From an optimization exercise on the open Yosys and OpenROAD flow, aimed at small area, a short achievable clock period and few clock cycles per item; shortcuts taken in it are not production practice. At most, simulation tests tie the RTL to the original design; equivalence was not proved. Only the layout flow was run in runs 1, 2 and 4; the RTL was not checked for function there.

==> design.v <==
`default_nettype none
module xtea_add32 (
  input  wire logic [31:0] x,
  input  wire logic [31:0] y,
  input  wire logic        ci,
  output logic [31:0]      s
);
  logic [31:0] p0;
  logic [31:0] g [6];
  logic [31:0] p [6];
  always_comb begin
    p0   = x ^ y;
    p[0] = p0;
    g[0] = x & y;
    g[0][0] = g[0][0] | (p0[0] & ci);
    for (int l = 0; l < 5; l++) begin
      for (int i = 0; i < 32; i++) begin
        if (((i >> l) & 1) == 1) begin
          g[l+1][i] = g[l][i] | (p[l][i] & g[l][((i >> l) << l) - 1]);
          p[l+1][i] = p[l][i] & p[l][((i >> l) << l) - 1];
        end else begin
          g[l+1][i] = g[l][i];
          p[l+1][i] = p[l][i];
        end
      end
    end
    s = p0 ^ {g[5][30:0], ci};
  end
endmodule
`default_nettype wire
`default_nettype none
module xtea_block_cipher (
  input  wire logic        clk,
  input  wire logic        rst,
  input  wire logic        cfg_valid,
  output logic             cfg_ready,
  input  wire logic [2:0]  cfg_index,
  input  wire logic [31:0] cfg_data,
  input  wire logic        in_valid,
  output logic             in_stall,
  input  wire logic [64:0] in_data,
  output logic             out_valid,
  input  wire logic        out_stall,
  output logic [63:0]      out_data
);
  localparam logic [31:0] DELTA     = 32'h9E37_79B9;
  localparam logic [31:0] NEG_DELTA = 32'h61C8_8647;   
  logic [31:0] key [4];
  logic [3:0]  key_zero;   
  logic [6:0]  nrounds;
  logic [31:0] dec_sum;
  logic        init;       
  logic        pre;        
  logic        idle;       
  logic        busy;       
  logic        outv;       
  logic        stall_q;    
  logic        swp;        
  logic        ph;         
  logic [6:0]  cnt;
  logic        func;
  logic [31:0] a, b, sum;
  logic [31:0] kword;      
  wire trigger   = rst || (cfg_valid && cfg_index == 3'd4);
  wire cnt_zero  = (cnt == 7'd0);
  wire n_zero    = (nrounds == 7'd0);
  wire pre_swap  = busy && swp && !cnt_zero;
  logic [31:0] sk_sum, mixed, b_step;
  xtea_add32 u_add_sk  (.x(sum), .y(kword), .ci(1'b0), .s(sk_sum));
  xtea_add32 u_add_mix (.x((b << 4) ^ (b >> 5)), .y(b), .ci(1'b0), .s(mixed));
  wire [31:0] sk = sk_sum ^ {32{func}};
  wire [31:0] g  = (mixed ^ sk) & {32{!swp}};
  xtea_add32 u_add_b   (.x(a), .y(g), .ci(func && !swp), .s(b_step));
  wire        last    = !swp && ph && (cnt == 7'd1);
  wire        sum_upd = (pre && !cnt_zero) || (busy && !swp && !ph);
  wire [31:0] sum_add = sum + ((busy && func) ? NEG_DELTA : DELTA);
  wire [31:0] sum_nx  = pre_swap ? dec_sum : (!swp && !ph) ? sum_add : sum;
  wire        ph_nx   = !ph && !swp;
  wire [1:0]  ksel_nx = idle ? 2'd0 : (ph_nx ^ func) ? sum_nx[12:11] : sum_nx[1:0];
  assign cfg_ready = 1'b1;
  assign in_stall  = stall_q;
  assign out_valid = outv;
  assign out_data  = {a, b};
  always_ff @(posedge clk) begin
    for (int i = 0; i < 4; i++) begin
      if (cfg_valid && cfg_index == 3'(i)) key[i] <= cfg_data;
    end
    if (rst) begin
      key_zero <= 4'hF;
      nrounds  <= 7'd32;
    end else if (cfg_valid) begin
      for (int i = 0; i < 4; i++) begin
        if (cfg_index == 3'(i)) key_zero[i] <= 1'b0;
      end
      if (cfg_index == 3'd4) nrounds <= cfg_data[6:0];
    end
    if (pre && cnt_zero) dec_sum <= sum;
  end
  always_ff @(posedge clk) begin
    if (trigger) begin
      init    <= 1'b1;
      pre     <= 1'b0;
      idle    <= 1'b0;
      busy    <= 1'b0;
      outv    <= 1'b0;
      stall_q <= 1'b1;
    end else begin
      if (init) begin
        init <= 1'b0;
        pre  <= 1'b1;
      end
      if (pre && cnt_zero) begin
        pre     <= 1'b0;
        idle    <= 1'b1;
        stall_q <= 1'b0;
      end
      if (idle && in_valid) begin
        idle    <= 1'b0;
        stall_q <= 1'b1;
        if (n_zero) outv <= 1'b1;
        else        busy <= 1'b1;
      end
      if (busy && (last && !func || swp && cnt_zero)) begin
        busy <= 1'b0;
        outv <= 1'b1;
      end
      if (outv && !out_stall) begin
        outv    <= 1'b0;
        idle    <= 1'b1;
        stall_q <= 1'b0;
      end
    end
  end
  always_ff @(posedge clk) begin
    if (init || idle) begin
      cnt <= nrounds;
    end else if (pre) begin
      if (!cnt_zero) cnt <= cnt - 7'd1;
    end else if (busy && !swp && ph) begin
      cnt <= cnt - 7'd1;
    end
    if (idle) begin
      func <= in_data[64];
      swp  <= in_data[64];
      ph   <= 1'b0;
    end else if (busy) begin
      if (swp) begin
        swp <= 1'b0;
        ph  <= 1'b0;
      end else begin
        ph <= !ph;
        if (last && func) swp <= 1'b1;
      end
    end
  end
  always_ff @(posedge clk) begin
    if (init || idle)               sum <= '0;
    else if (pre_swap)              sum <= dec_sum;
    else if (sum_upd)               sum <= sum_add;
    kword <= key[ksel_nx] & {32{!key_zero[ksel_nx]}};
  end
  always_ff @(posedge clk) begin
    if (idle) begin
      a <= in_data[63:32];
      b <= in_data[31:0];
    end else if (busy) begin
      a <= b;
      b <= b_step;
    end
  end
endmodule
`default_nettype wire
==> run.sh <==
#!/bin/bash
# synth_recipe.tcl (not shown) runs the flow's synth.tcl, then flattens the netlist and writes it again
# the make line also repeats each setting of config.mk as NAME=value (left out here)
make -C /OpenROAD-flow-scripts/flow DESIGN_CONFIG=/design/flow/config.mk WORK_HOME=/design/flow/orfs CLKGATE_MAP_FILE= SYNTH_SCRIPT=/design/flow/synth_recipe.tcl finish
==> config.mk <==
export PLATFORM = sky130hd
export DESIGN_NAME = xtea_block_cipher
export DESIGN_NICKNAME = xtea_block_cipher
export VERILOG_FILES = /design/flow/design.v
export SDC_FILE = /design/flow/constraint.sdc
export NUM_CORES = 4
export LEC_CHECK = 0
export CAP_MARGIN = 20
export CORE_MARGIN = 2
export CORE_UTILIZATION = 40
export SETUP_SLACK_MARGIN = 5
export SLEW_MARGIN = 20
==> constraint.sdc <==
create_clock -name core_clock -period 12.0 [get_ports {clk}]
set_input_delay 2.4000 -clock core_clock [delete_from_list [all_inputs] [get_ports {clk}]]
set_output_delay 2.4000 -clock core_clock [all_outputs]
set_load 0.01 [all_outputs]
==> results of run 1 <==
-- cell type report --
class | instances | area (um2) | area share
antenna | 1 | 2.502 | 0.0001155
multi-input combinational | 1225 | 9056 | 0.4181
inverter | 50 | 187.7 | 0.008664
clock buffer | 55 | 1095 | 0.05054
timing repair buffer | 187 | 1829 | 0.08445
sequential | 315 | 8645 | 0.3991
tap | 600 | 750.7 | 0.03466
clock inverter | 13 | 95.09 | 0.004390
-- cells in the final DEF (no fill, tap or decap), types with 6 or more instances in the layout --
| cell type | count |
|---|---|
| xor2_1 | 61 |
| and3_1 | 8 |
| buf_4 | 17 |
| fa_1 | 17 |
| inv_1 | 49 |
| nor3b_1 | 54 |
| a211oi_1 | 17 |
| dfxtp_1 | 79 |
| nor2_1 | 85 |
| mux2i_1 | 37 |
| nor3b_2 | 11 |
| nor3_1 | 21 |
| o21bai_1 | 13 |
| a31oi_1 | 75 |
| a311oi_1 | 11 |
| a21oi_1 | 97 |
| nor2b_1 | 7 |
| and2_1 | 7 |
| o21a_1 | 16 |
| nand3_1 | 16 |
| xnor2_1 | 124 |
| nand2b_1 | 12 |
| a21o_1 | 40 |
| clkbuf_1 | 9 |
| o21ai_0 | 99 |
| mux2_2 | 31 |
| nand2_1 | 138 |
| nand4_1 | 15 |
| clkinv_2 | 6 |
| or3_1 | 10 |
| o211ai_1 | 8 |
| clkbuf_16 | 38 |
| o31ai_1 | 10 |
| clkdlybuf4s50_1 | 170 |
| ha_1 | 122 |
| clkbuf_8 | 8 |
| edfxtp_1 | 233 |
-- stage by stage --
| stage | worst slack (ps) | cells | hold WS [ps] | util |
|---|---|---|---|---|
| after global placement | 6209 | 2377 | 457.0 | 0.4530 |
| after CTS | 6046 | 2445 | 479.9 | 0.4793 |
| final | 5964 | 2446 | 479.6 | 0.4794 |
| after global routing | 5527 | 2445 | 504.4 | 0.4793 |
| after floorplan | 6725 | 1664 | 436.6 | - |
| after detailed placement | 6070 | 2377 | 471.6 | 0.4530 |
-- kinds of logic after synthesis --
group                      synth area share
xor gates and xnor gates            0.08903
DFF                                  0.4746
AOI/OAI and AO/OA                    0.1486
muxes                               0.04077
other                             0.0002060
and+or+nand+nor                      0.1145
buffers and inverters               0.02963
adders and majority gates            0.1026
-- flip-flops by register name, summed over array words and instances (netlist names) --
name      cells
key         128
a            32
b            32
dec_sum      32
kword        32
sum          32
cnt           7
nrounds       7
key_zero      4
busy          1
func          1
idle          1
init          1
outv          1
ph            1
pre           1
stall_q       1
swp           1
-- worst max-delay path, delay by kind of cell, from the launching register on --
family,cells,cell delay (ps)
AOI/OAI and AO/OA,13,3120
xor gates and xnor gates,1,160
adders and majority gates,3,970
buffers and inverters,1,50
DFF,1,510
and+or+nand+nor,6,1090
-- routing by layer --
layer / GRT usage / vias to the layer above
met4: 0.05548 / 6
met1: 0.2598 / 6257
met3: 0.03606 / 66
met2: 0.3129 / 283
li1: - / 6462
met5: 0 / -
-- worst max-delay path by stage --
stage	from	to	slack, ps	cells after the start
after floorplan	b[5]$_DFFE_PP_	b[28]$_DFFE_PP_	6720	23
after global placement	sum[0]$_SDFFE_PN0P_	b[28]$_DFFE_PP_	6210	24
after detailed placement	sum[0]$_SDFFE_PN0P_	b[31]$_DFFE_PP_	6070	24
after CTS	sum[0]$_SDFFE_PN0P_	b[31]$_DFFE_PP_	6050	24
after global routing	sum[0]$_SDFFE_PN0P_	b[28]$_DFFE_PP_	5530	24
final	sum[0]$_SDFFE_PN0P_	b[31]$_DFFE_PP_	5960	24
==> run notes, run 1 <==
status=finished clean; Setup-failing EPs final=0; highest metal used=met5; post-synthesis sequential area ratio=0.4746; crit path DAT=roughly 6500 ps; Main synth FF type=edfxtp_1; crit path max fanout=8; Die ar.=~0.047 mm2; r2r startpoint=sum[0]$_SDFFE_PN0P_; hold wc startpoint=nrounds[2]$_SDFFE_PP0P_; Mapped Avg Cell Area=~11 um2; Nets=2060; final worst path period need=6036 ps; Slew HR=0.3553; Final ANT Viol Nets=0; Starting Density=0.4028; Synth area leader=edfxtp_1; FF-to-FF setup slack=5960 ps; worst path required time=12410 ps; M1 wire length=21.24 mm; first-pass GRT wire length=71.98 mm; CTS tree=built; DIE HEIGHT=217.3 um; Synth async-reset ratio=0; max_cap viols=0; startpoint types=register; slowest stage delay, CP=510 ps; standard-cell row count=78; Wirelength per Cell=about 18 um; flops & latches, synth=roughly 320; Area growth syn-to-layout=19.02%; Synth Net Count=1908; slowest stage cell on the critical path=dfxtp_1; GR Overflow Total=0; EDFF count, synth=about 230; final hold violation count=0; share of cells above drive strength 1=0.07534; Worst-Skew Late Latency=550 ps; setup_tns=0 ps; max-slew violations=0; Cell Area, Placed=0.02047 mm2; post-cts resize count=0; post-synthesis instance area=0.01820 mm2; Worst R2R End=b[31]$_DFFE_PP_; WL met2=20.52 mm; IO Port Bufs=170; RSZ-0062 raised after global routing=false; clock root buffer=clkbuf_16; CTS Hold Bufs=0; Slew @ Worst Pin=967.1 ps; TritonCTS buffer count=37; detailed placement HPWL=between 30 and 40 mm; CP Cell Sequence=ha_1 -> inv_1 -> fa_1 -> nand2b_1 -> a21oi_1 -> nor2_1 -> o31ai_1 -> a21o_1 -> a21o_1 -> a2111oi_0 -> a311o_1 -> xor2_1 -> nor2_1 -> ha_1 -> and3_1 -> a21boi_0 -> o32ai_1 -> a21oi_2 -> a221o_1 -> a31oi_4 -> a31oi_1 -> o31ai_2 -> or4_1 -> nand3_1; top cell type's share of synthesized area=0.3844; top-count cell post-synth=edfxtp_1; Final Cycle Share=0.5030; Initial DRT Pass Iterations=5; vias after detailed routing=roughly 13000; CP endpoint kind=register; FF-to-FF path depth=24; Filler Cells Inserted=slightly above 4000; worst min-delay path endpoint=nrounds[2]$_SDFFE_PP0P_; Max H-tree Level=2; cell area after layout=about 0.022 mm2; clock sink count=315; DR DRC count=0; Core ar.=about 0.045 mm2; dominant cells by area after synthesis=edfxtp_1 (38%), dfxtp_1 (9.0%), ha_1 (8.4%); Post-CTS Setup Inserts=0; Yosys warnings=5; Ports=172; Crit Path Category=register to register; Yosys cell types=74; GRT Total Usage=0.1918; f_max=~170 MHz; initial antenna violation count=3; skew final=13.93 ps; met3 routed WL=2.433 mm; Hold Path Depth=2; routed vias/inst=5.345; Longest Clk Path Bufs=3; worst hold path type=register to register; Chip Width=roughly 220 um; vias in the first global route=around 13000; largest net degree at the start of global routing=99; Syn Inst Count=1664; synth cell count leaders=edfxtp_1 (233), nand2_1 (138), xnor2_1 (124), ha_1 (122), o21ai_0 (99); Post-Route WL=~45 mm; Starting DRT DRC Count=849; Placer Congestion=0.8682; CTS clock-pin slew for the worst setup and hold paths=roughly 60 ps
==> inputs of run 2 (changes only) <==
--- a/config.mk
+++ b/config.mk
@@ -8,5 +8,4 @@
 export CAP_MARGIN = 20
 export CORE_MARGIN = 2
 export CORE_UTILIZATION = 40
-export SETUP_SLACK_MARGIN = 5
 export SLEW_MARGIN = 20
==> run notes, run 2 <==
Synth Area in XOR/XNOR=0.08903 (unchanged); Initial DRT Pass Iterations=5 (unchanged); FF-to-FF setup slack=5960 ps (about the same); CP startpoint=sum[0]$_SDFFE_PN0P_ (unchanged); Main synth FF type=edfxtp_1 (unchanged); final worst path period need=6036 ps (unchanged); GR Overflow Total=0 (unchanged); register area=0.008645 mm2 (unchanged); Starting DRT DRC Count=849 (unchanged); Synth area leader=edfxtp_1 (unchanged); hold wc startpoint=nrounds[2]$_SDFFE_PP0P_ (unchanged); Ports=172 (unchanged); Biggest register=key (unchanged); CTS clock-pin slew for the worst setup and hold paths=60 ps (about the same); DIE HEIGHT=217.3 um (unchanged); CP endpoint kind=register (unchanged); Setup-failing EPs final=0 (unchanged); Yosys warnings=5 (unchanged); Post-Synth Simple-Gate Area=0.1145 (unchanged); dominant cells by area after synthesis=edfxtp_1 (38%), dfxtp_1 (9.0%), ha_1 (8.4%) (unchanged); Mapped Avg Cell Area=10.94 um2 (unchanged); crit path DAT=6450 ps (about the same); Synth Area in Adders=0.1026 (unchanged); top-count cell post-synth=edfxtp_1 (unchanged); Slew HR=0.3553 (unchanged); Compound-Gate Fraction of Synth Area=0.1486 (unchanged); area of the multi-input gates=0.009056 mm2 (unchanged); synth cell count leaders=edfxtp_1 (233), nand2_1 (138), xnor2_1 (124), ha_1 (122), o21ai_0 (99) (unchanged); FF-to-FF path depth=24 (unchanged); RSZ-0062 raised after global routing=false (unchanged); max-slew violations=0 (unchanged); Die ar.=0.04722 mm2 (unchanged); Crit Path Category=register to register (unchanged); clock root buffer=clkbuf_16 (unchanged); TritonCTS buffer count=37 (unchanged); Yosys cell types=74 (unchanged); crit path capture=b[31]$_DFFE_PP_ (unchanged); Synth Net Count=1908 (unchanged); GRT Total Usage=0.1918 (unchanged); detailed placement HPWL=31.73 mm (unchanged); Final ANT Viol Nets=0 (unchanged); post-synthesis sequential area ratio=0.4746 (unchanged); worst path required time=12410 ps (about the same); Starting Density=0.4028 (unchanged); fin worst setup slack=5964 ps (unchanged); vias after detailed routing=13070 (unchanged); Post-Route WL=45.09 mm (unchanged); first-pass GRT wire length=71.98 mm (unchanged); Nets=2060 (unchanged); largest family of logic cells by synthesized area=compound AO/OA/AOI/OAI gates (unchanged); largest net degree at the start of global routing=99 (unchanged); Synth async-reset ratio=0 (unchanged); Longest Clk Path Bufs=3 (unchanged); CTS tree=built (unchanged); cell area after layout=0.02166 mm2 (unchanged); Chip Width=217.3 um (unchanged); leading cell type in the layout, fill and taps excluded=edfxtp_1 (unchanged); Final Cycle Share=0.5030 (unchanged); skew final=13.93 ps (unchanged); DR DRC count=0 (unchanged); crit path max fanout=8 (unchanged); Worst R2R End=b[31]$_DFFE_PP_ (unchanged); most frequent cells in the layout=edfxtp_1 (233), clkdlybuf4s50_1 (170), nand2_1 (138) (unchanged); routed vias/inst=5.345 (unchanged); vias in the first global route=13200 (unchanged); Worst-Skew Late Latency=550 ps (about the same); clock sink count=315 (unchanged); Wirelength per Cell=18.43 um (unchanged); EDFF count, synth=233 (unchanged); Post-Place Setup Slack=6070 ps (unchanged); flops & latches, synth=315 (unchanged); standard-cell row count=78 (unchanged); CTS Hold Bufs=0 (unchanged); post-synthesis instance area=0.01820 mm2 (unchanged); r2r startpoint=sum[0]$_SDFFE_PN0P_ (unchanged); initial antenna violation count=3 (unchanged); final hold violation count=0 (unchanged); post-synthesis mux area share=0.04077 (unchanged); Largest register FFs=128 (unchanged); worst hold path type=register to register (unchanged); post-cts resize count=0 (unchanged); Max H-tree Level=2 (unchanged); Slew @ Worst Pin=967.1 ps (unchanged); Filler Cells Inserted=4128 (unchanged); Core ar.=0.04519 mm2 (unchanged); Placer Congestion=0.8682 (unchanged); Area growth syn-to-layout=19.02% (unchanged); Syn Inst Count=1664 (unchanged); share of cells above drive strength 1=0.07534 (unchanged); Post-CTS Setup Inserts=0 (unchanged); status=finished clean (unchanged); f_max=165.7 MHz (unchanged); max_cap viols=0 (unchanged); startpoint types=register (unchanged); Cell Area, Placed=0.02047 mm2 (unchanged); top cell type's share of synthesized area=0.3844 (unchanged); IO Port Bufs=170 (unchanged); setup_tns=0 ps (unchanged)
-- run 2: layout make-up --
type	instances	area share
clock inverter	13	0.004390
antenna	1	0.0001155
inverter	50	0.008664
sequential	315	0.3991
timing repair buffer	187	0.08445
clock buffer	55	0.05054
tap	600	0.03466
multi-input combinational	1225	0.4181
-- run 2: per-layer routing --
metal	GRT usage	wire length [um]	up-vias
li1	-	-	6462
met4	0.05548	857	6
met2	0.3129	20520	283
met5	0	41	-
met3	0.03606	2433	66
met1	0.2598	21240	6257
-- run 2: through the flow --
step	hold slack (ps)	utilization	std cells
floorplan	436.6	-	1664
global placement	457.0	0.4530	2377
detailed placement	471.6	0.4530	2377
CTS	479.9	0.4793	2445
global route	504.4	0.4793	2445
finish	479.6	0.4794	2446
-- run 2: how the worst min path moves through the flow --
stage / cells past startpoint / slack [ps] / endpoint
floorplan: 2 / 440 / sum[30]$_SDFFE_PN0P_
global placement: 2 / 460 / nrounds[2]$_SDFFE_PP0P_
detailed placement: 2 / 470 / nrounds[4]$_SDFFE_PP0P_
CTS: 2 / 480 / nrounds[4]$_SDFFE_PP0P_
global route: 2 / 500 / sum[30]$_SDFFE_PN0P_
finish: 2 / 480 / nrounds[2]$_SDFFE_PP0P_
-- run 2: kinds of logic after synthesis --
kind of cell    after synthesis
xor+xnor                    185
simple gates                406
other cells                   1
buf+inv                     124
flops                       315
compound gates              425
mux                          69
fa+ha+maj                   139
-- run 2: critical path, stage by stage (launching register included) --
cell       delay (ps)
dfxtp_1           510
ha_1              200
inv_1              50
fa_1              400
nand2b_1          180
a21oi_1           270
nor2_1             90
o31ai_1           390
a21o_1            200
a21o_1            190
a2111oi_0         110
a311o_1           350
xor2_1            160
nor2_1             70
ha_1              370
and3_1            200
a21boi_0          380
o32ai_1           160
a21oi_2           230
a221o_1           330
a31oi_4           140
a31oi_1           240
o31ai_2           130
or4_1             480
nand3_1            70
==> inputs of run 3 (changes only) <==
==> design.v (replaced) <==
`default_nettype none
module xtea_block_cipher (
  input  wire logic        clk,
  input  wire logic        rst,
  input  wire logic        cfg_valid,
  output logic             cfg_ready,
  input  wire logic [2:0]  cfg_index,
  input  wire logic [31:0] cfg_data,
  input  wire logic        in_valid,
  output logic             in_stall,
  input  wire logic [64:0] in_data,
  output logic             out_valid,
  input  wire logic        out_stall,
  output logic [63:0]      out_data
);
  localparam logic [31:0] DELTA     = 32'h9E37_79B9;
  localparam logic [31:0] NEG_DELTA = 32'h61C8_8647;   
  logic [31:0] key [4];
  logic [3:0]  key_zero;   
  logic [6:0]  nrounds;
  logic [31:0] dec_sum;
  logic        idle;       
  logic        pre;        
  logic        busy;       
  logic        outv;       
  logic        stall_q;    
  logic        swp;        
  logic        ph;         
  logic [6:0]  cnt;
  logic        func;
  logic [31:0] a, b, sum;
  wire cfg_wr    = cfg_valid;
  wire wr_rounds = cfg_wr && (cfg_index == 3'd4);
  wire trigger   = rst || wr_rounds;
  wire cnt_zero  = (cnt == 7'd0);
  wire n_zero    = (nrounds == 7'd0);
  wire accept    = idle && in_valid;
  wire [1:0]  ksel    = (ph ^ func) ? sum[12:11] : sum[1:0];
  wire [31:0] kword   = key[ksel] & {32{!key_zero[ksel]}};
  wire [31:0] sk      = (sum + kword) ^ {32{func}};
  wire [31:0] mixed   = ((b << 4) ^ (b >> 5)) + b;
  wire [31:0] g       = (mixed ^ sk) & {32{!swp}};
  wire [31:0] b_step  = a + g + {31'd0, func & !swp};
  wire        last    = !swp && ph && (cnt == 7'd1);
  wire        sum_upd = (pre && !cnt_zero) || (busy && !swp && !ph);
  wire [31:0] sum_add = sum + ((busy && func) ? NEG_DELTA : DELTA);
  assign cfg_ready = 1'b1;
  assign in_stall  = stall_q;
  assign out_valid = outv;
  assign out_data  = {a, b};
  always_ff @(posedge clk) begin
    for (int i = 0; i < 4; i++) begin
      if (cfg_wr && cfg_index == 3'(i)) key[i] <= cfg_data;
    end
    if (rst) begin
      key_zero <= 4'hF;
      nrounds  <= 7'd32;
    end else if (cfg_wr) begin
      for (int i = 0; i < 4; i++) begin
        if (cfg_index == 3'(i)) key_zero[i] <= 1'b0;
      end
      if (wr_rounds) nrounds <= cfg_data[6:0];
    end
    if (pre && cnt_zero) dec_sum <= sum;
  end
  always_ff @(posedge clk) begin
    if (trigger) begin
      idle    <= 1'b0;
      pre     <= 1'b1;
      busy    <= 1'b0;
      outv    <= 1'b0;
      stall_q <= 1'b1;
    end else begin
      if (idle && in_valid) begin
        idle    <= 1'b0;
        stall_q <= 1'b1;
        if (n_zero) outv <= 1'b1;
        else        busy <= 1'b1;
      end
      if (pre && cnt_zero) begin
        pre     <= 1'b0;
        idle    <= 1'b1;
        stall_q <= 1'b0;
      end
      if (busy && (last && !func || swp && cnt_zero)) begin
        busy <= 1'b0;
        outv <= 1'b1;
      end
      if (outv && !out_stall) begin
        outv    <= 1'b0;
        idle    <= 1'b1;
        stall_q <= 1'b0;
      end
    end
  end
  always_ff @(posedge clk) begin
    if (trigger) begin
      cnt <= rst ? 7'd32 : cfg_data[6:0];
    end else if (idle) begin
      cnt  <= nrounds;
      func <= in_data[64];
      swp  <= in_data[64];
      ph   <= 1'b0;
    end else if (pre) begin
      if (!cnt_zero) cnt <= cnt - 7'd1;
    end else if (busy) begin
      if (swp) begin
        swp <= 1'b0;
        ph  <= 1'b0;
      end else begin
        ph <= !ph;
        if (ph) cnt <= cnt - 7'd1;
        if (last && func) swp <= 1'b1;
      end
    end
  end
  always_ff @(posedge clk) begin
    if (trigger)      sum <= '0;
    else if (idle)    sum <= in_data[64] ? dec_sum : '0;
    else if (sum_upd) sum <= sum_add;
  end
  always_ff @(posedge clk) begin
    if (idle) begin
      a <= in_data[63:32];
      b <= in_data[31:0];
    end else if (busy) begin
      a <= b;
      b <= b_step;
    end
  end
endmodule
`default_nettype wire
==> run notes, run 3 <==
routed vias/inst=5.370 (was 5.345); crit path DAT=8740 ps (was 6450 ps); Placer Congestion=0.9321 (was 0.8682); startpoint types=register (unchanged); TritonCTS buffer count=35 (was 37); ANT cells=0 (was 1); Main synth FF type=edfxtp_1 (unchanged); Max H-tree Level=2 (unchanged); Biggest register=key (unchanged); Initial DRT Pass Iterations=5 (unchanged); highest metal used=met4 (was met5); area of the multi-input gates=0.009432 mm2 (was 0.009056 mm2); Chip Width=214.5 um (was 217.3 um); detailed placement HPWL=33.46 mm (was 31.73 mm); vias after detailed routing=12960 (was 13070); final worst path period need=8439 ps (was 6036 ps); CP startpoint=func$_DFFE_PP_ (was sum[0]$_SDFFE_PN0P_); DIE HEIGHT=214.5 um (was 217.3 um); Crit Path Category=register to register (unchanged); most frequent cells in the layout=edfxtp_1 (234), clkdlybuf4s50_1 (170), xnor2_1 (133) (was edfxtp_1 (233), clkdlybuf4s50_1 (170), nand2_1 (138)); share of cells above drive strength 1=0.08567 (was 0.07534); post-synthesis instance area=0.01772 mm2 (was 0.01820 mm2); clock sink count=282 (was 315); cell area after layout=0.02121 mm2 (was 0.02166 mm2); Final Instance Count excl. Fillers=2413 (was 2446); skew final=13.22 ps (was 13.93 ps); CTS clock-pin slew for the worst setup and hold paths=60 ps (about the same); CTS tree=built (unchanged); Starting Density=0.4033 (was 0.4028); status=finished clean (unchanged); Synth async-reset ratio=0 (unchanged); Yosys warnings=2 (was 5); top-count cell post-synth=edfxtp_1 (unchanged); Final ANT Viol Nets=0 (unchanged); Longest Clk Path Bufs=3 (unchanged); worst path required time=12300 ps (was 12410 ps); final hold violation count=0 (unchanged); Synth Area in Adders=0.09323 (was 0.1026); Setup-failing EPs final=0 (unchanged); Core ar.=0.04393 mm2 (was 0.04519 mm2); synth cell count leaders=edfxtp_1 (234), xnor2_1 (133), a21oi_1 (130), ha_1 (124), nand2_1 (124) (was edfxtp_1 (233), nand2_1 (138), xnor2_1 (124), ha_1 (122), o21ai_0 (99)); flops & latches, synth=282 (was 315); post-cts resize count=0 (unchanged); met3 routed WL=2.354 mm (was 2.433 mm); standard-cell row count=77 (was 78); DR DRC count=0 (unchanged); Largest register FFs=128 (unchanged); Critical path buffers and inverters=2 (was 1); dominant cells by area after synthesis=edfxtp_1 (40%), ha_1 (8.8%), xnor2_1 (6.6%) (was edfxtp_1 (38%), dfxtp_1 (9.0%), ha_1 (8.4%)); initial antenna violation count=0 (was 3); Post-Route WL=45.64 mm (was 45.09 mm); M1 wire length=21.85 mm (was 21.24 mm); Filler Cells Inserted=4096 (was 4128); Placed Cells=2352 (was 2377); GR Overflow Total=0 (unchanged); Slew HR=0.3673 (was 0.3553); CTS Hold Bufs=0 (unchanged); Synth Area in XOR/XNOR=0.1026 (was 0.08903); GRT Total Usage=0.1984 (was 0.1918); Post-CTS Setup Inserts=0 (unchanged); Syn Inst Count=1627 (was 1664); Starting DRT DRC Count=1023 (was 849); leading cell type in the layout, fill and taps excluded=edfxtp_1 (unchanged); Synth Net Count=1861 (was 1908); WL met2=20.49 mm (was 20.52 mm); Post-Synth Simple-Gate Area=0.1152 (was 0.1145); largest net degree at the start of global routing=90 (was 99); Area growth syn-to-layout=19.73% (was 19.02%); max-slew violations=0 (unchanged); Compound-Gate Fraction of Synth Area=0.1549 (was 0.1486); crit path max fanout=34 (was 8); Slew @ Worst Pin=949.0 ps (was 967.1 ps); hold wc startpoint=key_zero[3]$_SDFFE_PP1P_ (was nrounds[2]$_SDFFE_PP0P_); Ports=172 (unchanged); r2r startpoint=func$_DFFE_PP_ (was sum[0]$_SDFFE_PN0P_); post-synthesis mux area share=0.06476 (was 0.04077); crit-path leading delay family=compound AO/OA/AOI/OAI gates (unchanged); CP endpoint kind=register (unchanged); top cell type's share of synthesized area=0.3966 (was 0.3844); Hold WS=464.6 ps (was 479.6 ps); largest family of logic cells by synthesized area=compound AO/OA/AOI/OAI gates (unchanged); max_cap viols=0 (unchanged); slowest stage delay, CP=880 ps (was 510 ps); Yosys cell types=86 (was 74); Wirelength per Cell=18.92 um (was 18.43 um); Nets=2031 (was 2060); RSZ-0062 raised after global routing=false (unchanged); setup_tns=0 ps (unchanged); Synth area leader=edfxtp_1 (unchanged); post-synthesis sequential area ratio=0.4509 (was 0.4746); Mapped Avg Cell Area=10.89 um2 (was 10.94 um2); first-pass GRT wire length=72.08 mm (was 71.98 mm); clock root buffer=clkbuf_16 (unchanged); vias in the first global route=12950 (was 13200); worst hold path type=register to register (unchanged); register area=0.007991 mm2 (was 0.008645 mm2); Final Cycle Share=0.7032 (was 0.5030); f_max=118.5 MHz (was 165.7 MHz); slowest stage cell on the critical path=mux4_2 (was dfxtp_1); Die ar.=0.04599 mm2 (was 0.04722 mm2); Worst-Skew Late Latency=540 ps (was 550 ps); Cell Area, Placed=0.02009 mm2 (was 0.02047 mm2); IO Port Bufs=170 (unchanged); EDFF count, synth=234 (was 233)
-- run 3: cell count changes in the layout (fill, tap and decap cells not counted), moves of 10 or more --
cell	before	now
nand2_1	138	124
o21ai_1	2	26
a31oi_1	75	4
a21oi_1	97	129
nor3b_1	54	5
nor2b_1	7	55
inv_1	49	28
nor3b_2	11	1
nor2_1	85	105
fa_1	17	5
dfxtp_1	79	47
mux2i_1	37	4
mux4_2	1	31
a21o_1	40	59
-- run 3: per-stage QoR --
step	setup WS [ps]	util
after global routing	3028	0.4828
final	3561	0.4828
after floorplan	5154	-
after CTS	3487	0.4828
after global placement	3734	0.4574
after detailed placement	3531	0.4574
-- run 3: cells by family (layout without fill, tap and decap cells) --
| kind of cell | Yosys count | after routing |
|---|---|---|
| xor gates and xnor gates | 203 | 203 |
| adders and majority gates | 129 | 129 |
| and+or+nand+nor | 422 | 422 |
| DFF | 282 | 282 |
| other | 1 | 1 |
| muxes | 70 | 70 |
| buffers and inverters | 82 | 276 |
| AOI/OAI and AO/OA | 438 | 438 |
-- run 3: worst paths after layout --
path,to,slack (ps),cells past startpoint
setup / recovery,b[31]$_DFFE_PN_,3560,34
hold / removal,key_zero[3]$_SDFFE_PP1P_,460,2
setup reg to reg,b[31]$_DFFE_PN_,3560,34
hold reg to reg,key_zero[3]$_SDFFE_PP1P_,460,2
-- run 3: area by class of cell --
| cell class | count | area share |
|---|---|---|
| Clock buffer | 45 | 0.04401 |
| Clock inverter | 16 | 0.008613 |
| Inverter | 29 | 0.005132 |
| Tap cell | 592 | 0.03492 |
| Sequential cell | 282 | 0.3768 |
| Timing Repair Buffer | 186 | 0.08589 |
| Multi-Input combinational cell | 1263 | 0.4447 |
-- run 3: worst min-delay path, delay by kind of cell (launching register included) --
family          cells  cell delay [ps]
buf+inv             1               50
flops               1              310
compound gates      1               60
-- run 3: layer usage --
metal,global-route usage,vias to the layer above
met4,0.05810,0
li1,-,6381
met1,0.2775,6220
met3,0.03064,58
met2,0.3187,300
met5,0,-
Testbench counts of run 3, summed over its fixed seeds: cycles 34,612, items 512.
==> inputs of run 4 (changes only) <==
==> design.v (replaced) <==
`default_nettype none
module xtea_block_cipher (
  input  wire logic        clk,
  input  wire logic        rst,
  input  wire logic        cfg_valid,
  output logic             cfg_ready,
  input  wire logic [2:0]  cfg_index,
  input  wire logic [31:0] cfg_data,
  input  wire logic        in_valid,
  output logic             in_stall,
  input  wire logic [64:0] in_data,
  output logic             out_valid,
  input  wire logic        out_stall,
  output logic [63:0]      out_data
);
  localparam logic [31:0] DELTA     = 32'h9E37_79B9;
  localparam logic [31:0] NEG_DELTA = 32'h61C8_8647;   
  logic [31:0] key [4];
  logic [3:0]  key_zero;   
  logic [6:0]  nrounds;
  logic [31:0] dec_sum;
  logic        idle;       
  logic        pre;        
  logic        busy;       
  logic        outv;       
  logic        stall_q;    
  logic        first;      
  logic [6:0]  cnt;
  logic        func;
  logic [31:0] a, b, sum;
  wire trigger   = rst || (cfg_valid && cfg_index == 3'd4);
  wire cnt_zero  = (cnt == 7'd0);
  wire n_zero    = (nrounds == 7'd0);
  wire [31:0] sum_add = sum + ((busy && func) ? NEG_DELTA : DELTA);
  function automatic logic [31:0] mix(input logic [31:0] w);
    mix = ((w << 4) ^ (w >> 5)) + w;
  endfunction
  wire        gate1 = first;
  wire [1:0]  sel1  = sum[1:0];
  wire [31:0] k1    = key[sel1] & {32{!key_zero[sel1]}};
  wire [31:0] sk1   = (sum + k1) ^ {32{func}};
  wire [31:0] g1    = (mix(b) ^ sk1) & {32{!gate1}};
  wire [31:0] b1    = a + g1 + {31'd0, func && !gate1};
  wire        gate2 = func && cnt_zero;
  wire [31:0] s2    = func ? sum : sum_add;
  wire [1:0]  sel2  = s2[12:11];
  wire [31:0] k2    = key[sel2] & {32{!key_zero[sel2]}};
  wire [31:0] sk2   = (s2 + k2) ^ {32{func}};
  wire [31:0] g2    = (mix(b1) ^ sk2) & {32{!gate2}};
  wire [31:0] b2    = b + g2 + {31'd0, func && !gate2};
  wire        last  = func ? cnt_zero : (cnt == 7'd1);
  assign cfg_ready = 1'b1;
  assign in_stall  = stall_q;
  assign out_valid = outv;
  assign out_data  = {a, b};
  always_ff @(posedge clk) begin
    for (int i = 0; i < 4; i++) begin
      if (cfg_valid && cfg_index == 3'(i)) key[i] <= cfg_data;
    end
    if (rst) begin
      key_zero <= 4'hF;
      nrounds  <= 7'd32;
    end else if (cfg_valid) begin
      for (int i = 0; i < 4; i++) begin
        if (cfg_index == 3'(i)) key_zero[i] <= 1'b0;
      end
      if (cfg_index == 3'd4) nrounds <= cfg_data[6:0];
    end
    if (pre && cnt_zero) dec_sum <= sum;
  end
  always_ff @(posedge clk) begin
    if (trigger) begin
      idle    <= 1'b0;
      pre     <= 1'b1;
      busy    <= 1'b0;
      outv    <= 1'b0;
      stall_q <= 1'b1;
    end else begin
      if (idle && in_valid) begin
        idle    <= 1'b0;
        stall_q <= 1'b1;
        if (n_zero) outv <= 1'b1;
        else        busy <= 1'b1;
      end
      if (pre && cnt_zero) begin
        pre     <= 1'b0;
        idle    <= 1'b1;
        stall_q <= 1'b0;
      end
      if (busy && last) begin
        busy <= 1'b0;
        outv <= 1'b1;
      end
      if (outv && !out_stall) begin
        outv    <= 1'b0;
        idle    <= 1'b1;
        stall_q <= 1'b0;
      end
    end
  end
  always_ff @(posedge clk) begin
    if (trigger) begin
      cnt <= rst ? 7'd32 : cfg_data[6:0];
    end else if (idle) begin
      cnt   <= nrounds;
      func  <= in_data[64];
      first <= in_data[64];
    end else if (pre || busy) begin
      if (!cnt_zero) cnt <= cnt - 7'd1;
      first <= 1'b0;
    end
  end
  always_ff @(posedge clk) begin
    if (trigger)                           sum <= '0;
    else if (idle)                         sum <= in_data[64] ? dec_sum : '0;
    else if ((pre && !cnt_zero) || busy)   sum <= sum_add;
  end
  always_ff @(posedge clk) begin
    if (idle) begin
      a <= in_data[63:32];
      b <= in_data[31:0];
    end else if (busy) begin
      a <= b1;
      b <= b2;
    end
  end
endmodule
`default_nettype wire
--- a/config.mk
+++ b/config.mk
@@ -8,4 +8,5 @@
 export CAP_MARGIN = 20
 export CORE_MARGIN = 2
 export CORE_UTILIZATION = 40
+export SETUP_SLACK_MARGIN = 5
 export SLEW_MARGIN = 20
==> run notes, run 4 <==
Initial DRT Pass Iterations=5 (unchanged); most frequent cells in the layout=nand2_1 (315), edfxtp_1 (233), ha_1 (191) (was edfxtp_1 (234), clkdlybuf4s50_1 (170), xnor2_1 (133)); Crit Path Category=register to register (unchanged); standard-cell row count=90 (was 77); Synth area leader=edfxtp_1 (unchanged); DIE HEIGHT=252.1 um (was 214.5 um); Yosys warnings=2 (unchanged); skew final=22.22 ps (was 13.22 ps); Final Cycle Share=0.7785 (was 0.7032); largest net degree at the start of global routing=83 (was 90); vias in the first global route=20990 (was 12950); setup_tns=0 ps (unchanged); CTS Hold Bufs=0 (unchanged); slowest stage delay, CP=610 ps (was 880 ps); Yosys cell types=84 (was 86); GRT Total Usage=0.2479 (was 0.1984); Ports=172 (unchanged); Starting Density=0.4064 (was 0.4033); Placer Congestion=0.9562 (was 0.9321); Synth Net Count=2995 (was 1861); met2 GRT Util=0.4043 (was 0.3187); initial antenna violation count=0 (unchanged); routed vias/inst=5.770 (was 5.370); share of cells above drive strength 1=0.1752 (was 0.08567); max_cap viols=0 (unchanged); FF-to-FF setup slack=2660 ps (was 3560 ps); CTS tree=built (unchanged); DR DRC count=0 (unchanged); Mapped Avg Cell Area=9.250 um2 (was 10.89 um2); slowest stage cell on the critical path=mux4_2 (unchanged); Setup-failing EPs final=0 (unchanged); Longest Clk Path Bufs=3 (unchanged); EDFF count, synth=233 (was 234); synth cell count leaders=nand2_1 (320), edfxtp_1 (233), xnor2_1 (226), ha_1 (219), o21ai_0 (194) (was edfxtp_1 (234), xnor2_1 (133), a21oi_1 (130), ha_1 (124), nand2_1 (124)); startpoint types=register (unchanged); Worst R2R End=b[31]$_DFFE_PP_ (was b[31]$_DFFE_PN_); detailed placement HPWL=59.78 mm (was 33.46 mm); Nets=3268 (was 2031); hold wc startpoint=nrounds[5]$_SDFFE_PP1P_ (was key_zero[3]$_SDFFE_PP1P_); Largest register FFs=128 (unchanged); clock sink count=281 (was 282); met3 usage=0.03687 (was 0.03064); Final ANT Viol Nets=0 (unchanged); crit path max fanout=5 (was 34); Worst-Skew Late Latency=570 ps (was 540 ps); dominant cells by area after synthesis=edfxtp_1 (28%), ha_1 (11%), xnor2_1 (8.0%) (was edfxtp_1 (40%), ha_1 (8.8%), xnor2_1 (6.6%)); top-count cell post-synth=nand2_1 (was edfxtp_1); GRT busiest layer=met2 (unchanged); post-synthesis instance area=0.02462 mm2 (was 0.01772 mm2); clock root buffer=clkbuf_16 (unchanged); flops & latches, synth=281 (was 282); first-pass GRT wire length=122.3 mm (was 72.08 mm); Post-Route WL=82.21 mm (was 45.64 mm); final hold violation count=0 (unchanged); Slew @ Worst Pin=958.8 ps (was 949.0 ps); Wirelength per Cell=21.95 um (was 18.92 um); FF-to-FF path depth=47 (was 34); Syn Inst Count=2662 (was 1627); Biggest register=key (unchanged); Chip Width=252.1 um (was 214.5 um); GR Overflow Total=0 (unchanged); final worst path period need=9342 ps (was 8439 ps); Area growth syn-to-layout=25.66% (was 19.73%); Die ar.=0.06356 mm2 (was 0.04599 mm2); Slew HR=0.3569 (was 0.3673); max-slew violations=0 (unchanged); top cell type's share of synthesized area=0.2842 (was 0.3966); status=finished clean (unchanged); IO Port Bufs=170 (unchanged); f_max=107.0 MHz (was 118.5 MHz); Starting DRT DRC Count=1738 (was 1023); TritonCTS buffer count=35 (unchanged); grt met1 use=0.3422 (was 0.2775); vias after detailed routing=21610 (was 12960); leading cell type in the layout, fill and taps excluded=nand2_1 (was edfxtp_1); worst path required time=12300 ps (about the same); r2r startpoint=sum[0]$_SDFFE_PN0P_ (was func$_DFFE_PP_); worst hold path type=register to register (unchanged); Max H-tree Level=2 (unchanged); Synth async-reset ratio=0 (unchanged); CTS clock-pin slew for the worst setup and hold paths=60 ps (about the same); Core ar.=0.06058 mm2 (was 0.04393 mm2); RSZ-0062 raised after global routing=true (was false); fin worst setup slack=2658 ps (was 3561 ps); Hold Path Depth=2 (unchanged); Main synth FF type=edfxtp_1 (unchanged); crit path DAT=9640 ps (was 8740 ps); CP endpoint kind=register (unchanged); Post-Place Setup Slack=1074 ps (was 3531 ps); Filler Cells Inserted=5487 (was 4096); post-synthesis sequential area ratio=0.3232 (was 0.4509); Hold WS=463.7 ps (was 464.6 ps); worst min-delay path endpoint=nrounds[5]$_SDFFE_PP1P_ (was key_zero[3]$_SDFFE_PP1P_)
[run 4: critical path: cells and delay by family (launching register included)]
| family | cells | cell delay (ps) |
|---|---|---|
| and+or+nand+nor | 10 | 1770 |
| AOI/OAI and AO/OA | 22 | 3280 |
| xor gates and xnor gates | 4 | 670 |
| buffers and inverters | 3 | 360 |
| DFF | 1 | 410 |
| adders and majority gates | 5 | 1510 |
| muxes | 3 | 1070 |
[run 4: through the flow]
| stage | utilization | std cells | area (um2) |
|---|---|---|---|
| final | 0.5107 | 3745 | 30940 |
| after global routing | 0.5107 | 3744 | 30940 |
| after CTS | 0.4940 | 3689 | 29930 |
| after detailed placement | 0.4507 | 3546 | 27300 |
| after global placement | 0.4507 | 3546 | 27300 |
| after floorplan | - | 2662 | 24810 |
[run 4: kinds of logic (layout without fill, tap and decap cells)]
kind of cell / Yosys count / after routing / share of synthesized area
AND/OR/NAND/NOR: 776 / 776 / 0.1468
AO/OA/AOI/OAI: 740 / 740 / 0.1931
XOR/XNOR: 346 / 346 / 0.1251
flip-flops: 281 / 281 / 0.3232
adder cells (fa/ha/maj): 228 / 228 / 0.1186
buffers and inverters: 167 / 466 / 0.02581
multiplexers: 123 / 124 / 0.06733
other: 1 / 2 / 0.0001523
[run 4: cell type report]
cell class              count  area (um2)  share of cell area
diodes                      1       2.502          0.00008088
repair buffers            328        3008             0.09722
multi-input cells        2215       17440              0.5636
clock buffers              42       933.4             0.03017
flip-flops and latches    281        7970              0.2576
inverters                  74       282.8            0.009139
clock inverters            22       327.8             0.01060
well taps                 782       978.4             0.03162
[run 4: timing repair]
| item | CTS | global route |
|---|---|---|
| resized for setup | 143 | 127 |
| pin swaps | 98 | 109 |
| setup endpoints to repair | 33 | 27 |
| gates cloned | 1 | 1 |
| setup buffers | 78 | 54 |
| endpoints found under the hold margin | 0 | 0 |
[run 4: worst max-delay path by stage]
stage                        start               to  slack [ps]  depth (start not counted)
2_1_floorplan  sum[0]$_SDFFE_PN0P_  b[31]$_DFFE_PP_        3570                         45
3_3_place_gp   sum[1]$_SDFFE_PN0P_  b[31]$_DFFE_PP_        1140                         48
3_5_place_dp   sum[1]$_SDFFE_PN0P_  b[31]$_DFFE_PP_        1070                         48
4_1_cts        sum[0]$_SDFFE_PN0P_  b[31]$_DFFE_PP_        2780                         51
5_1_grt        sum[0]$_SDFFE_PN0P_  b[31]$_DFFE_PP_        2330                         47
6_report       sum[0]$_SDFFE_PN0P_  b[31]$_DFFE_PP_        2660                         47
[run 4: routing by layer]
layer / up-vias / wire length [um] / part of all wire
met1: 10480 / 37160 / 0.45
met3: 120 / 5031 / 0.061
li1: 10300 / - / -
met5: - / 0 / 0
met4: 0 / 2337 / 0.028
met2: 712 / 37680 / 0.46
==> inputs of run 5 (changes only) <==
==> design.v (replaced) <==
`default_nettype none
module xtea_block_cipher (
  input  wire logic        clk,
  input  wire logic        rst,
  input  wire logic        cfg_valid,
  output logic             cfg_ready,
  input  wire logic [2:0]  cfg_index,
  input  wire logic [31:0] cfg_data,
  input  wire logic        in_valid,
  output logic             in_stall,
  input  wire logic [64:0] in_data,
  output logic             out_valid,
  input  wire logic        out_stall,
  output logic [63:0]      out_data
);
  localparam logic [31:0] DELTA     = 32'h9E37_79B9;
  localparam logic [31:0] NEG_DELTA = 32'h61C8_8647;   
  logic [31:0] key [4];
  logic [3:0]  key_zero;   
  logic [6:0]  nrounds;
  logic [31:0] dec_sum;
  logic        init;       
  logic        pre;        
  logic        idle;       
  logic        busy;       
  logic        outv;       
  logic        stall_q;    
  logic        swp;        
  logic        ph;         
  logic [6:0]  cnt;
  logic        func;
  logic [31:0] a, b;
  logic [31:0] s;          
  logic [31:0] sk;         
  wire trigger   = rst || (cfg_valid && cfg_index == 3'd4);
  wire cnt_zero  = (cnt == 7'd0);
  wire n_zero    = (nrounds == 7'd0);
  wire [31:0] mixed  = ((b << 4) ^ (b >> 5)) + b;
  wire [31:0] b_step = a + (mixed ^ sk) + {31'd0, func};
  wire        last   = !swp && ph && (cnt == 7'd1);
  wire [1:0]  ksel   = (!ph ^ func) ? s[12:11] : s[1:0];
  wire [31:0] kword  = key[ksel] & {32{!key_zero[ksel]}};
  wire [31:0] sk_nx  = (s + kword) ^ {32{func}};
  wire [31:0] s_add  = s + ((busy && func) ? NEG_DELTA : DELTA);
  assign cfg_ready = 1'b1;
  assign in_stall  = stall_q;
  assign out_valid = outv;
  assign out_data  = {a, b};
  always_ff @(posedge clk) begin
    for (int i = 0; i < 4; i++) begin
      if (cfg_valid && cfg_index == 3'(i)) key[i] <= cfg_data;
    end
    if (rst) begin
      key_zero <= 4'hF;
      nrounds  <= 7'd32;
    end else if (cfg_valid) begin
      for (int i = 0; i < 4; i++) begin
        if (cfg_index == 3'(i)) key_zero[i] <= 1'b0;
      end
      if (cfg_index == 3'd4) nrounds <= cfg_data[6:0];
    end
    if (pre && cnt_zero) dec_sum <= s;
  end
  always_ff @(posedge clk) begin
    if (trigger) begin
      init    <= 1'b1;
      pre     <= 1'b0;
      idle    <= 1'b0;
      busy    <= 1'b0;
      outv    <= 1'b0;
      stall_q <= 1'b1;
    end else begin
      if (init) begin
        init <= 1'b0;
        pre  <= 1'b1;
      end
      if (pre && cnt_zero) begin
        pre     <= 1'b0;
        idle    <= 1'b1;
        stall_q <= 1'b0;
      end
      if (idle && in_valid) begin
        idle    <= 1'b0;
        stall_q <= 1'b1;
        if (n_zero) outv <= 1'b1;
        else        busy <= 1'b1;
      end
      if (busy && (last && !func || swp && cnt_zero)) begin
        busy <= 1'b0;
        outv <= 1'b1;
      end
      if (outv && !out_stall) begin
        outv    <= 1'b0;
        idle    <= 1'b1;
        stall_q <= 1'b0;
      end
    end
  end
  always_ff @(posedge clk) begin
    if (init || idle) begin
      cnt <= nrounds;
    end else if (pre) begin
      if (!cnt_zero) cnt <= cnt - 7'd1;
    end else if (busy && !swp && ph) begin
      cnt <= cnt - 7'd1;
    end
    if (idle) begin
      func <= in_data[64];
      swp  <= in_data[64];
      ph   <= in_data[64];
    end else if (busy) begin
      ph <= !ph;
      if (swp)               swp <= 1'b0;
      else if (last && func) swp <= 1'b1;
    end
  end
  always_ff @(posedge clk) begin
    if (init)                         s <= '0;
    else if (idle)                    s <= in_data[64] ? dec_sum : DELTA;
    else if ((pre && !cnt_zero) || (busy && ph)) s <= s_add;
    if (idle) sk <= key[0] & {32{!key_zero[0]}};
    else      sk <= sk_nx;
  end
  always_ff @(posedge clk) begin
    if (idle) begin
      a <= in_data[63:32];
      b <= in_data[31:0];
    end else if (busy) begin
      a <= b;
      b <= swp ? a : b_step;
    end
  end
endmodule
`default_nettype wire
--- a/config.mk
+++ b/config.mk
@@ -8,5 +8,4 @@
 export CAP_MARGIN = 20
 export CORE_MARGIN = 2
 export CORE_UTILIZATION = 40
-export SETUP_SLACK_MARGIN = 5
 export SLEW_MARGIN = 20
==> run notes, run 5 <==
status=finished clean (unchanged); grt met1 use=0.3086 (was 0.3422); cell area after layout=0.02287 mm2 (was 0.03094 mm2); Slew @ Worst Pin=1086 ps (was 958.8 ps); register area=0.008652 mm2 (was 0.007970 mm2); Compound-Gate Fraction of Synth Area=0.1764 (was 0.1930); flops & latches, synth=315 (was 281); worst path required time=12310 ps (was 12300 ps); Post-Synth Simple-Gate Area=0.1063 (was 0.1468); Yosys cell types=69 (was 84); routed vias/inst=5.667 (was 5.770); vias after detailed routing=14790 (was 21610); Post-CTS Setup Inserts=0 (was 78); Initial DRT Pass Iterations=7 (was 5); DR DRC count=0 (unchanged); post-synthesis instance area=0.01921 mm2 (was 0.02462 mm2); CP endpoint kind=register (unchanged); Post-Route WL=54.22 mm (was 82.21 mm); largest family of logic cells by synthesized area=compound AO/OA/AOI/OAI gates (unchanged); met3 usage=0.03806 (was 0.03687); Mapped Avg Cell Area=10.67 um2 (was 9.250 um2); Starting DRT DRC Count=929 (was 1738); Synth area leader=edfxtp_1 (unchanged); Main synth FF type=edfxtp_1 (unchanged); post-synthesis sequential area ratio=0.4501 (was 0.3232); post-synthesis mux area share=0.06552 (was 0.06733); worst hold path type=register to register (unchanged); vias in the first global route=14370 (was 20990); IO Port Bufs=170 (unchanged); Final Instance Count excl. Fillers=2610 (was 3745); RSZ-0062 raised after global routing=false (was true); startpoint types=register (unchanged); ANT cells=0 (was 1); largest net degree at the start of global routing=59 (was 83); Core ar.=0.04755 mm2 (was 0.06058 mm2); share of cells above drive strength 1=0.08321 (was 0.1752); CTS clock-pin slew for the worst setup and hold paths=60 ps (about the same); leading cell type in the layout, fill and taps excluded=edfxtp_1 (was nand2_1); final hold violation count=0 (unchanged); initial antenna violation count=0 (unchanged); setup_tns=0 ps (unchanged); Chip Width=223.2 um (was 252.1 um); dominant cells by area after synthesis=edfxtp_1 (37%), ha_1 (8.5%), dfxtp_1 (8.4%) (was edfxtp_1 (28%), ha_1 (11%), xnor2_1 (8.0%)); Synth Area in XOR/XNOR=0.08968 (was 0.1251); max_cap viols=0 (unchanged); first-pass GRT wire length=82.84 mm (was 122.3 mm); Slew HR=0.2735 (was 0.3569); Synth Net Count=2042 (was 2995); Placer Congestion=0.9193 (was 0.9562); clock root buffer=clkbuf_16 (unchanged); Yosys warnings=2 (unchanged); top cell type's share of synthesized area=0.3657 (was 0.2842); crit path max fanout=7 (was 5); Area growth syn-to-layout=19.03% (was 25.66%); crit path DAT=5990 ps (was 9640 ps); final worst path period need=5681 ps (was 9342 ps); EDFF count, synth=234 (was 233); Max H-tree Level=2 (unchanged); Largest register FFs=128 (unchanged); Ports=172 (unchanged); skew final=20.66 ps (was 22.22 ps); detailed placement HPWL=39.89 mm (was 59.78 mm); Crit Path Category=register to register (unchanged); Biggest register=key (unchanged); max-slew violations=0 (unchanged); most frequent cells in the layout=edfxtp_1 (234), clkdlybuf4s50_1 (170), a21oi_1 (159) (was nand2_1 (315), edfxtp_1 (233), ha_1 (191)); CTS tree=built (unchanged); DIE HEIGHT=223.2 um (was 252.1 um); Nets=2206 (was 3268); Die ar.=0.04980 mm2 (was 0.06356 mm2); CTS Hold Bufs=0 (unchanged); GR Overflow Total=0 (unchanged); Final ANT Viol Nets=0 (unchanged); Layout Utilization=0.4810 (was 0.5107); Syn Inst Count=1801 (was 2662); synth cell count leaders=edfxtp_1 (234), a21oi_1 (160), nand2_1 (153), ha_1 (131), xnor2_1 (125) (was nand2_1 (320), edfxtp_1 (233), xnor2_1 (226), ha_1 (219), o21ai_0 (194)); post-cts resize count=0 (was 143); standard-cell row count=80 (was 90); Wirelength per Cell=20.77 um (was 21.95 um); TritonCTS buffer count=38 (was 35); Worst-Skew Late Latency=570 ps (about the same); Cell Area, Placed=0.02161 mm2 (was 0.02730 mm2); f_max=176.0 MHz (was 107.0 MHz); Filler Cells Inserted=4321 (was 5487); area of the multi-input gates=0.01019 mm2 (was 0.01744 mm2); clock sink count=315 (was 281); GRT Total Usage=0.2142 (was 0.2479); met2 GRT Util=0.3157 (was 0.4043); GRT busiest layer=met2 (unchanged); Synth async-reset ratio=0 (unchanged); Starting Density=0.4041 (was 0.4064); Final Cycle Share=0.4734 (was 0.7785); Longest Clk Path Bufs=3 (unchanged); Setup-failing EPs final=0 (unchanged); Placed Cells=2540 (was 3546); Synth Area in Adders=0.09052 (was 0.1186); top-count cell post-synth=edfxtp_1 (was nand2_1)
## run 5: cell families (layout without fill, tap and decap cells)
kind of cell / after synthesis / count (layout)
XOR/XNOR: 195 / 195
AND/OR/NAND/NOR: 436 / 436
AO/OA/AOI/OAI: 532 / 532
other: 1 / 1
buffers and inverters: 106 / 300
flip-flops: 315 / 315
multiplexers: 80 / 80
adder cells (fa/ha/maj): 136 / 136
## run 5: path summary, 6_finish.rpt
path	start	slack, ps	endpoint	depth (start not counted)
setup / recovery	b[5]$_DFFE_PP_	6320	b[31]$_DFFE_PP_	20
hold / removal	key_zero[3]$_SDFFE_PP1P_	460	key_zero[3]$_SDFFE_PP1P_	2
setup reg to reg	b[5]$_DFFE_PP_	6320	b[31]$_DFFE_PP_	20
hold reg to reg	key_zero[3]$_SDFFE_PP1P_	460	key_zero[3]$_SDFFE_PP1P_	2
## run 5: layout make-up
| class | count | area share |
|---|---|---|
| clock inverter | 26 | 0.01144 |
| clock buffer | 44 | 0.04344 |
| tap | 615 | 0.03365 |
| timing repair buffer | 189 | 0.08065 |
| inverter | 41 | 0.006730 |
| multi-input combinational | 1380 | 0.4457 |
| sequential | 315 | 0.3783 |
## run 5: metal layers
layer	routed length [um]	vias up	part of all wire
met5	0	-	0
li1	-	7102	-
met4	2275	0	0.042
met3	3490	100	0.064
met2	22720	463	0.42
met1	25730	7126	0.47
## run 5: through the flow
step / hold WS, ps / setup slack (ps)
global placement: 447.7 / 6504
detailed placement: 458.0 / 6326
global route: 488.0 / 5860
floorplan: 432.4 / 6530
finish: 464.7 / 6319
CTS: 467.2 / 6320
## run 5: worst max-delay path, cell delays in order (launching register included)
cell	delay, ps
edfxtp_1	500
ha_1	280
fa_1	410
a21o_1	170
a21oi_1	190
o21ai_0	220
a21oi_1	350
nor2_1	140
a21oi_1	260
o21ai_0	150
a311o_1	380
xnor2_1	170
ha_1	420
nand2_1	150
or3_1	430
nor3_1	270
o2111ai_1	180
a221o_1	380
nor3_1	150
mux2_2	180
nor3_1	50
Testbench counts of run 5, summed over its fixed seeds: cycles 34,620, items 512.
==> inputs of run 6 (changes only) <==
==> flow/run.sh (new file) <==
#!/bin/bash
set -euo pipefail
bash standard.sh SETUP_SLACK_MARGIN=8 finish > standard_flow.log 2>&1
==> standard.sh (new file) <==
#!/bin/bash
# synth_recipe.tcl (not shown) runs the flow's synth.tcl, then flattens the netlist and writes it again
# the make line also repeats each setting of config.mk as NAME=value (left out here)
make -C /OpenROAD-flow-scripts/flow DESIGN_CONFIG=/design/flow/config.mk WORK_HOME=/design/flow/orfs CLKGATE_MAP_FILE= SYNTH_SCRIPT=/design/flow/synth_recipe.tcl "${@:-finish}"
removed: run.sh
==> run notes, run 6 <==
Yosys warnings=2 (unchanged); share of cells above drive strength 1=0.2341 (was 0.08321); Ports=172 (unchanged); Starting DRT DRC Count=946 (was 929); Worst R2R End=b[31]$_DFFE_PP_ (unchanged); Biggest register=key (unchanged); leading cell type in the layout, fill and taps excluded=edfxtp_1 (unchanged); Placer Congestion=0.8646 (was 0.9193); Starting Density=0.4041 (unchanged); cell area after layout=0.02554 mm2 (was 0.02287 mm2); max_cap viols=0 (unchanged); top cell type's share of synthesized area=0.3657 (unchanged); standard-cell row count=80 (unchanged); Setup-failing EPs final=0 (unchanged); CP endpoint kind=register (unchanged); clock sink count=315 (unchanged); worst hold path type=register to register (unchanged); EDFF count, synth=234 (unchanged); max-slew violations=0 (unchanged); dominant cells by area after synthesis=edfxtp_1 (37%), ha_1 (8.5%), dfxtp_1 (8.4%) (unchanged); TritonCTS buffer count=37 (was 38); Mapped Avg Cell Area=10.67 um2 (unchanged); Synth async-reset ratio=0 (unchanged); crit path max fanout=5 (was 7); largest net degree at the start of global routing=67 (was 59); Final Instance Count excl. Fillers=2790 (was 2610); Chip Width=223.2 um (unchanged); f_max=199.3 MHz (was 176.0 MHz); Nets=2387 (was 2206); Synth area leader=edfxtp_1 (unchanged); flops & latches, synth=315 (unchanged); fin worst setup slack=6982 ps (was 6319 ps); DR DRC count=0 (unchanged); Yosys cell types=69 (unchanged); top-count cell post-synth=edfxtp_1 (unchanged); DIE HEIGHT=223.2 um (unchanged); final hold violation count=0 (unchanged); skew final=19.33 ps (was 20.66 ps); worst min-delay path endpoint=sk[17]$_DFF_P_ (was key_zero[3]$_SDFFE_PP1P_); setup_tns=0 ps (unchanged); status=finished clean (unchanged); FF-to-FF setup slack=6980 ps (was 6320 ps); CTS tree=built (unchanged); post-synthesis instance area=0.01921 mm2 (unchanged); clock root buffer=clkbuf_16 (unchanged); post-synthesis sequential area ratio=0.4501 (unchanged); Placed Cells=2540 (unchanged); Final ANT Viol Nets=0 (unchanged); first-pass GRT wire length=88.81 mm (was 82.84 mm); Largest register FFs=128 (unchanged); GRT Total Usage=0.2292 (was 0.2142); GR Overflow Total=0 (unchanged); Crit Path Category=register to register (unchanged); FF-to-FF path depth=21 (was 20); Die ar.=0.04980 mm2 (unchanged); Worst-Skew Late Latency=570 ps (about the same); Initial DRT Pass Iterations=5 (was 7); Post-Place Setup Slack=6352 ps (was 6326 ps); startpoint types=register (unchanged); CTS clock-pin slew for the worst setup and hold paths=60 ps (about the same); Hold Path Depth=2 (unchanged); Longest Clk Path Bufs=3 (unchanged); Slew HR=0.3131 (was 0.2735); crit path DAT=5320 ps (was 5990 ps); initial antenna violation count=1 (was 0); hold wc startpoint=key[0][17]$_DFFE_PP_ (was key_zero[3]$_SDFFE_PP1P_); CTS Hold Bufs=0 (unchanged); Slew @ Worst Pin=1027 ps (was 1086 ps); most frequent cells in the layout=edfxtp_1 (234), nand2_1 (149), buf_4 (143) (was edfxtp_1 (234), clkdlybuf4s50_1 (170), a21oi_1 (159)); detailed placement HPWL=38.35 mm (was 39.89 mm); synth cell count leaders=edfxtp_1 (234), a21oi_1 (160), nand2_1 (153), ha_1 (131), xnor2_1 (125) (unchanged); worst path required time=12300 ps (was 12310 ps); RSZ-0062 raised after global routing=true (was false); Core ar.=0.04755 mm2 (unchanged); routed vias/inst=5.642 (was 5.667); final worst path period need=5018 ps (was 5681 ps); Syn Inst Count=1801 (unchanged); Hold WS=467.0 ps (was 464.7 ps); Layout Utilization=0.5372 (was 0.4810); Wirelength per Cell=21.00 um (was 20.77 um); Area growth syn-to-layout=32.95% (was 19.03%); Max H-tree Level=2 (unchanged); Cell Area, Placed=0.02177 mm2 (was 0.02161 mm2); Post-Route WL=58.59 mm (was 54.22 mm); Main synth FF type=edfxtp_1 (unchanged); vias in the first global route=15270 (was 14370); Synth Net Count=2042 (unchanged); Final Cycle Share=0.4181 (was 0.4734); vias after detailed routing=15740 (was 14790); IO Port Bufs=170 (unchanged); r2r startpoint=b[8]$_DFFE_PP_ (was b[5]$_DFFE_PP_)
## run 6: worst max path at each step
stage	startpoint	end
final	b[8]$_DFFE_PP_	b[31]$_DFFE_PP_
after global placement	func$_DFFE_PP_	sk[30]$_DFF_P_
after detailed placement	func$_DFFE_PP_	sk[29]$_DFF_P_
after floorplan	b[7]$_DFFE_PP_	b[31]$_DFFE_PP_
after CTS	b[7]$_DFFE_PP_	b[31]$_DFFE_PP_
after global routing	b[12]$_DFFE_PP_	b[31]$_DFFE_PP_
## run 6: critical path: stages, from the launching register on
cell and delay (ps):
edfxtp_1 480, xor2_1 190, ha_1 370, buf_4 170
a21o_1 160, a21oi_2 150, o21ai_2 80, a221o_1 380
a21oi_2 140, o21ai_1 80, a311o_1 390, xnor2_2 180
ha_4 320, nand2_4 50, or3_4 410, a211o_1 290
o211ai_1 130, nor2_1 70, a221o_1 380, nor3_2 120
mux2_4 160, nor3_2 30
## run 6: per-layer routing
layer / wire length, um / share of wire / up-vias / GRT usage
met5: 0 / 0 / - / 0
met4: 1288 / 0.022 / 0 / 0.05780
li1: - / - / 7476 / -
met2: 27350 / 0.47 / 470 / 0.3754
met3: 3265 / 0.056 / 88 / 0.03595
met1: 26680 / 0.46 / 7706 / 0.3178
## run 6: cell type report
cell class | instances | area, um2
diodes | 1 | 2.502
well taps | 615 | 769.5
inverters | 41 | 157.7
multi-input cells | 1382 | 11230
repair buffers | 369 | 3466
clock buffers | 49 | 1055
clock inverters | 18 | 209.0
flip-flops and latches | 315 | 8652
fillers | 4094 | 22000
## run 6: timing repair
item	4_1_cts	5_1_grt
cloned	5	0
setup buffers	140	37
pin swaps	85	65
gates resized for setup	202	112
setup endpoints to repair	111	63
## run 6: kinds of logic (layout without fill, tap and decap cells)
group / count (synthesis) / count (layout) / share of synthesized area
AND/OR/NAND/NOR: 436 / 436 / 0.1063
buffers and inverters: 106 / 477 / 0.02130
XOR/XNOR: 195 / 195 / 0.08968
multiplexers: 80 / 82 / 0.06552
other: 1 / 2 / 0.0001952
AO/OA/AOI/OAI: 532 / 532 / 0.1764
adder cells (fa/ha/maj): 136 / 136 / 0.09052
flip-flops: 315 / 315 / 0.4501

==> re-timing with driven ports <==
How much do the figures lean on ideal ports? The routed layouts below were timed once more, with nothing changed but the port constraints. Step 1: set_driving_cell puts a clkbuf_16 on clk and a buf_2 on each other input, an assumption about the parent block. Step 2 also shifts input and output timing later by t, the mid clock arrival at the registers, as if the neighbouring blocks saw the same clock. a / b / c = no drivers / after step 1 / after step 2; a / b = the first two.
run	shift t [ns]	setup WS [ns]	hold WS [ns]	slew at the worst register clock pin (ns)	cell pins on the clock port's net
run 1	0.601	5.964 / 5.964 / 5.964	0.480 / 0.480 / 0.480	0.06 / 0.06	1
run 2	0.601	5.964 / 5.964 / 5.964	0.480 / 0.480 / 0.480	0.06 / 0.06	1
run 3	0.591	3.561 / 3.561 / 3.561	0.465 / 0.465 / 0.465	0.06 / 0.06	1
run 4	0.610	2.658 / 2.658 / 2.658	0.464 / 0.464 / 0.464	0.07 / 0.07	1
run 5	0.613	6.319 / 6.319 / 6.319	0.465 / 0.465 / 0.465	0.06 / 0.06	1
run 6	0.613	6.982 / 6.982 / 6.982	0.467 / 0.467 / 0.467	0.07 / 0.07	1
After both steps setup and hold are still met in every run listed.
